Background: an optimization exercise with open tools, aiming at small area and a short achievable clock period. Do not read the settings as production practice.
In this exercise RTL edits were held to simulation tests only and were not proved equivalent to the original.
Power and IR drop assume default switching activity.

==> flow/design.v (excerpt) <==
module apb_slave_mem_top (
  input  logic        PCLK,
  input  logic        PRESET,
  input  logic        PSEL,
  input  logic        PENABLE,
  input  logic [2:0]  PPROT,
  input  logic        PWRITE,
  input  logic [1:0]  PSTRB,
  input  logic [9:0]  PADDR,
  input  logic [15:0] PWDATA,
  output logic [15:0] PRDATA,
  output logic        PREADY,
  output logic        PSLVERR
);
  logic ph1_q, ph2_q, ph3_q, busy_q;
  logic ready_q, slverr_q;
  logic accept, go_resp, bus_err, busy_d;
  logic [7:0] bus_ra, bus_rb;
  logic [7:0]  ra_q, rb_q;    
  logic [1:0]  slot_q;
  logic        err_q, write_q;
  logic [1:0]  strb_q;
  logic [15:0] wdata_q;
  logic        wpend_q, wpend_d, wfire_q, wfire_d;
  logic [1:0]  wslot_q, wslot_d;
  logic [7:0]  wra_q, wra_d, wfa_q, wrb0_q, wrb1_q;
  logic [15:0] wdat_q;
  logic [1:0]  rot_q;
  logic [15:0] s0_q [64], s1_q [64], s2_q [64], s3_q [64];
  logic [7:0]  nxt_ra, nxt_rb;
  logic [1:0]  nxt_slot;
  logic        nxt_hit, bus_hit;
  logic [7:0]  ra0_q, bus_ra0;
  logic        hit_q, rd_hit, rd_err;
  logic [15:0] rd_word, rhold_q, rdata_q;
  logic unused_pprot;
  assign unused_pprot = ^{PPROT[2], PPROT[0], PADDR[0]};
  assign accept  = !busy_q && PSEL && !PENABLE;
  assign go_resp = ph3_q && PSEL;
  assign busy_d  = accept || ((ph1_q || ph2_q) && PSEL);
  assign bus_err = PADDR[9] || (PADDR[8] && PPROT[1]);
  always_comb begin
    for (int i = 0; i < 8; i++) begin
      bus_ra[i] = (PADDR[5:3] == 3'(i));
      bus_rb[i] = (PADDR[8:6] == 3'(i));
    end
  end
  always_ff @(posedge PCLK or posedge PRESET) begin
    if (PRESET) begin
      ph1_q    <= 1'b0;
      ph2_q    <= 1'b0;
      ph3_q    <= 1'b0;
      busy_q   <= 1'b0;
      ready_q  <= 1'b0;
      slverr_q <= 1'b0;
    end else begin
      ph1_q    <= accept;
      ph2_q    <= ph1_q && PSEL;
      ph3_q    <= ph2_q && PSEL;
      busy_q   <= busy_d;
      ready_q  <= go_resp;
      slverr_q <= go_resp && err_q;
    end
  end
  assign nxt_ra   = busy_q ? ra_q : bus_ra;
  assign nxt_rb   = busy_q ? rb_q : bus_rb;
  assign nxt_slot = busy_q ? slot_q : PADDR[2:1];
  always_ff @(posedge PCLK) begin
  ...
Size in the first run: roughly 6,700 cells after synthesis, about 54 I/O pins.
Settings: LEC_CHECK=0, CAP_MARGIN=20, CORE_MARGIN=2, CORE_UTILIZATION=65, CTS_CLUSTER_DIAMETER=80, CTS_CLUSTER_SIZE=30, SETUP_SLACK_MARGIN=2.7, SLEW_MARGIN=20, SYNTH_HIERARCHICAL=1; clock period 5.0 ns.
standard.sh (not shown) runs the stock make flow with config.mk's settings and CLKGATE_MAP_FILE= SYNTH_SCRIPT=/design/flow/synth_recipe.tcl, a recipe that flattens the netlist after the stock synthesis.
==> flow/flow/run.sh <==
#!/bin/bash
# Own layout flow: the standard layout (standard.sh), with the slow
# complex cells (three- and four-high transistor stacks, 4:1 muxes, 4-input
# OR/NOR) also marked don't-use, so synthesis and timing repair build the
# read multiplexer from faster cells, and with timing repair free to resize a
# cell to one of another width (MATCH_CELL_FOOTPRINT 0, which the platform
# sets to 1). Make's full output goes to
# make_finish.log in the work folder; ORFS keeps each step's log under
# orfs/logs.
set -euo pipefail
DONT_USE=" sky130_fd_sc_hd__probe_p_8 sky130_fd_sc_hd__probec_p_8 sky130_fd_sc_hd__lpflow_bleeder_1 sky130_fd_sc_hd__lpflow_clkbufkapwr_1 sky130_fd_sc_hd__lpflow_clkbufkapwr_16 sky130_fd_sc_hd__lpflow_clkbufkapwr_2 sky130_fd_sc_hd__lpflow_clkbufkapwr_4 sky130_fd_sc_hd__lpflow_clkbufkapwr_8 sky130_fd_sc_hd__lpflow_clkinvkapwr_1 sky130_fd_sc_hd__lpflow_clkinvkapwr_16 sky130_fd_sc_hd__lpflow_clkinvkapwr_2 sky130_fd_sc_hd__lpflow_clkinvkapwr_4 sky130_fd_sc_hd__lpflow_clkinvkapwr_8 sky130_fd_sc_hd__lpflow_decapkapwr_12 sky130_fd_sc_hd__lpflow_decapkapwr_3 sky130_fd_sc_hd__lpflow_decapkapwr_4 sky130_fd_sc_hd__lpflow_decapkapwr_6 sky130_fd_sc_hd__lpflow_decapkapwr_8 sky130_fd_sc_hd__lpflow_inputiso0n_1 sky130_fd_sc_hd__lpflow_inputiso0p_1 sky130_fd_sc_hd__lpflow_inputiso1n_1 sky130_fd_sc_hd__lpflow_inputiso1p_1 sky130_fd_sc_hd__lpflow_inputisolatch_1 sky130_fd_sc_hd__lpflow_isobufsrc_1 sky130_fd_sc_hd__lpflow_isobufsrc_16 sky130_fd_sc_hd__lpflow_isobufsrc_2 sky130_fd_sc_hd__lpflow_isobufsrc_4 sky130_fd_sc_hd__lpflow_isobufsrc_8 sky130_fd_sc_hd__lpflow_isobufsrckapwr_16 sky130_fd_sc_hd__lpflow_lsbuf_lh_hl_isowell_tap_1 sky130_fd_sc_hd__lpflow_lsbuf_lh_hl_isowell_tap_2 sky130_fd_sc_hd__lpflow_lsbuf_lh_hl_isowell_tap_4 sky130_fd_sc_hd__lpflow_lsbuf_lh_isowell_4 sky130_fd_sc_hd__lpflow_lsbuf_lh_isowell_tap_1 sky130_fd_sc_hd__lpflow_lsbuf_lh_isowell_tap_2 sky130_fd_sc_hd__lpflow_lsbuf_lh_isowell_tap_4  sky130_fd_sc_hd__a2111o_1 sky130_fd_sc_hd__a2111o_2 sky130_fd_sc_hd__a2111o_4 sky130_fd_sc_hd__a2111oi_0 sky130_fd_sc_hd__a2111oi_1 sky130_fd_sc_hd__a2111oi_2 sky130_fd_sc_hd__a2111oi_4 sky130_fd_sc_hd__a221o_1 sky130_fd_sc_hd__a221o_2 sky130_fd_sc_hd__a221o_4 sky130_fd_sc_hd__a221oi_1 sky130_fd_sc_hd__a221oi_2 sky130_fd_sc_hd__a221oi_4 sky130_fd_sc_hd__a222oi_1 sky130_fd_sc_hd__a2bb2o_1 sky130_fd_sc_hd__a2bb2o_2 sky130_fd_sc_hd__a2bb2o_4 sky130_fd_sc_hd__a311o_1 sky130_fd_sc_hd__a311o_2 sky130_fd_sc_hd__a311o_4 sky130_fd_sc_hd__a311oi_1 sky130_fd_sc_hd__a311oi_2 sky130_fd_sc_hd__a311oi_4 sky130_fd_sc_hd__a31o_1 sky130_fd_sc_hd__a31o_2 sky130_fd_sc_hd__a31o_4 sky130_fd_sc_hd__a31oi_1 sky130_fd_sc_hd__a31oi_2 sky130_fd_sc_hd__a31oi_4 sky130_fd_sc_hd__a32o_1 sky130_fd_sc_hd__a32o_2 sky130_fd_sc_hd__a32o_4 sky130_fd_sc_hd__a32oi_1 sky130_fd_sc_hd__a32oi_2 sky130_fd_sc_hd__a32oi_4 sky130_fd_sc_hd__a41o_1 sky130_fd_sc_hd__a41o_2 sky130_fd_sc_hd__a41o_4 sky130_fd_sc_hd__a41oi_1 sky130_fd_sc_hd__a41oi_2 sky130_fd_sc_hd__a41oi_4 sky130_fd_sc_hd__mux4_1 sky130_fd_sc_hd__mux4_2 sky130_fd_sc_hd__mux4_4 sky130_fd_sc_hd__nor4_1 sky130_fd_sc_hd__nor4_2 sky130_fd_sc_hd__nor4_4 sky130_fd_sc_hd__o2111a_1 sky130_fd_sc_hd__o2111a_2 sky130_fd_sc_hd__o2111a_4 sky130_fd_sc_hd__o2111ai_1 sky130_fd_sc_hd__o2111ai_2 sky130_fd_sc_hd__o2111ai_4 sky130_fd_sc_hd__o221a_1 sky130_fd_sc_hd__o221a_2 sky130_fd_sc_hd__o221a_4 sky130_fd_sc_hd__o221ai_1 sky130_fd_sc_hd__o221ai_2 sky130_fd_sc_hd__o221ai_4 sky130_fd_sc_hd__o2bb2a_1 sky130_fd_sc_hd__o2bb2a_2 sky130_fd_sc_hd__o2bb2a_4 sky130_fd_sc_hd__o311a_1 sky130_fd_sc_hd__o311a_2 sky130_fd_sc_hd__o311a_4 sky130_fd_sc_hd__o311ai_0 sky130_fd_sc_hd__o311ai_1 sky130_fd_sc_hd__o311ai_2 sky130_fd_sc_hd__o311ai_4 sky130_fd_sc_hd__o31a_1 sky130_fd_sc_hd__o31a_2 sky130_fd_sc_hd__o31a_4 sky130_fd_sc_hd__o31ai_1 sky130_fd_sc_hd__o31ai_2 sky130_fd_sc_hd__o31ai_4 sky130_fd_sc_hd__o32a_1 sky130_fd_sc_hd__o32a_2 sky130_fd_sc_hd__o32a_4 sky130_fd_sc_hd__o32ai_1 sky130_fd_sc_hd__o32ai_2 sky130_fd_sc_hd__o32ai_4 sky130_fd_sc_hd__o41a_1 sky130_fd_sc_hd__o41a_2 sky130_fd_sc_hd__o41a_4 sky130_fd_sc_hd__o41ai_1 sky130_fd_sc_hd__o41ai_2 sky130_fd_sc_hd__o41ai_4 sky130_fd_sc_hd__or4_1 sky130_fd_sc_hd__or4_2 sky130_fd_sc_hd__or4_4  sky130_fd_sc_hd__nor4b_1 sky130_fd_sc_hd__nor4b_2 sky130_fd_sc_hd__nor4b_4 sky130_fd_sc_hd__nor4bb_1 sky130_fd_sc_hd__nor4bb_2 sky130_fd_sc_hd__nor4bb_4 sky130_fd_sc_hd__or4b_1 sky130_fd_sc_hd__or4b_2 sky130_fd_sc_hd__or4b_4 sky130_fd_sc_hd__or4bb_1 sky130_fd_sc_hd__or4bb_2 sky130_fd_sc_hd__or4bb_4 "
bash standard.sh "DONT_USE_CELLS=$DONT_USE" MATCH_CELL_FOOTPRINT=0 finish > make_finish.log 2>&1
The first run completed without violations.
Edit:
--- a/flow/flow/run.sh
+++ b/flow/flow/run.sh
@@ -5,3 +5 @@
-# read multiplexer from faster cells, and with timing repair free to resize a
-# cell to one of another width (MATCH_CELL_FOOTPRINT 0, which the platform
-# sets to 1). Make's full output goes to
+# read multiplexer from faster cells. Make's full output goes to
@@ -12 +10 @@
-bash standard.sh "DONT_USE_CELLS=$DONT_USE" MATCH_CELL_FOOTPRINT=0 finish > make_finish.log 2>&1
+bash standard.sh "DONT_USE_CELLS=$DONT_USE" finish > make_finish.log 2>&1
SETUP_SLACK_MARGIN = 3.0   (was 2.7)
The changed run produced a clean layout.
Total power stays flat.
Area after synthesis does not change.
Critical path depth came out lower by 2.
Non-clock buffer count shrinks by 27.
Wire length is lower by a few percent.
Final cell count went down slightly.
Count of clock-buffer cells in the layout went down by 4.
Worst setup slack gains 0.19 ns.
Maximum frequency climbs by a little under a tenth.
Global-route usage goes down by 0.73 points.

-- what the ideal ports hide --
In the flow no input, the clock included, has a driving cell. The finished layouts below were timed again as built, in two steps.
Step 1 sets driving cells, clkbuf_16 on the clock port and buf_2 on the other inputs (assumed; they add their load-dependent delay and slew).
Step 2 moves the port delays by t, midway between the first and last clock arrival at a register: inputs arrive t later, outputs are due t later. That takes back most of the time a late clock gives input paths.
Three values: ideal, step 1, step 2; two values: the first two.
| run | t (ns) | setup WS [ns] | worst register clock-pin slew, ns | worst data-port slew with drivers (ns) |
|---|---|---|---|---|
| the first run | 0.936 | 2.176 / 2.176 / 1.333 | 0.12 / 0.12 | 0.13 |
| the second run | 0.907 | 2.362 / 2.314 / 1.407 | 0.12 / 0.12 | 0.12 |
After both steps every run listed still meets setup and hold. The setup slack of the second run, which loses most, moves by -0.048 ns with the drivers and by -0.955 ns with both steps.
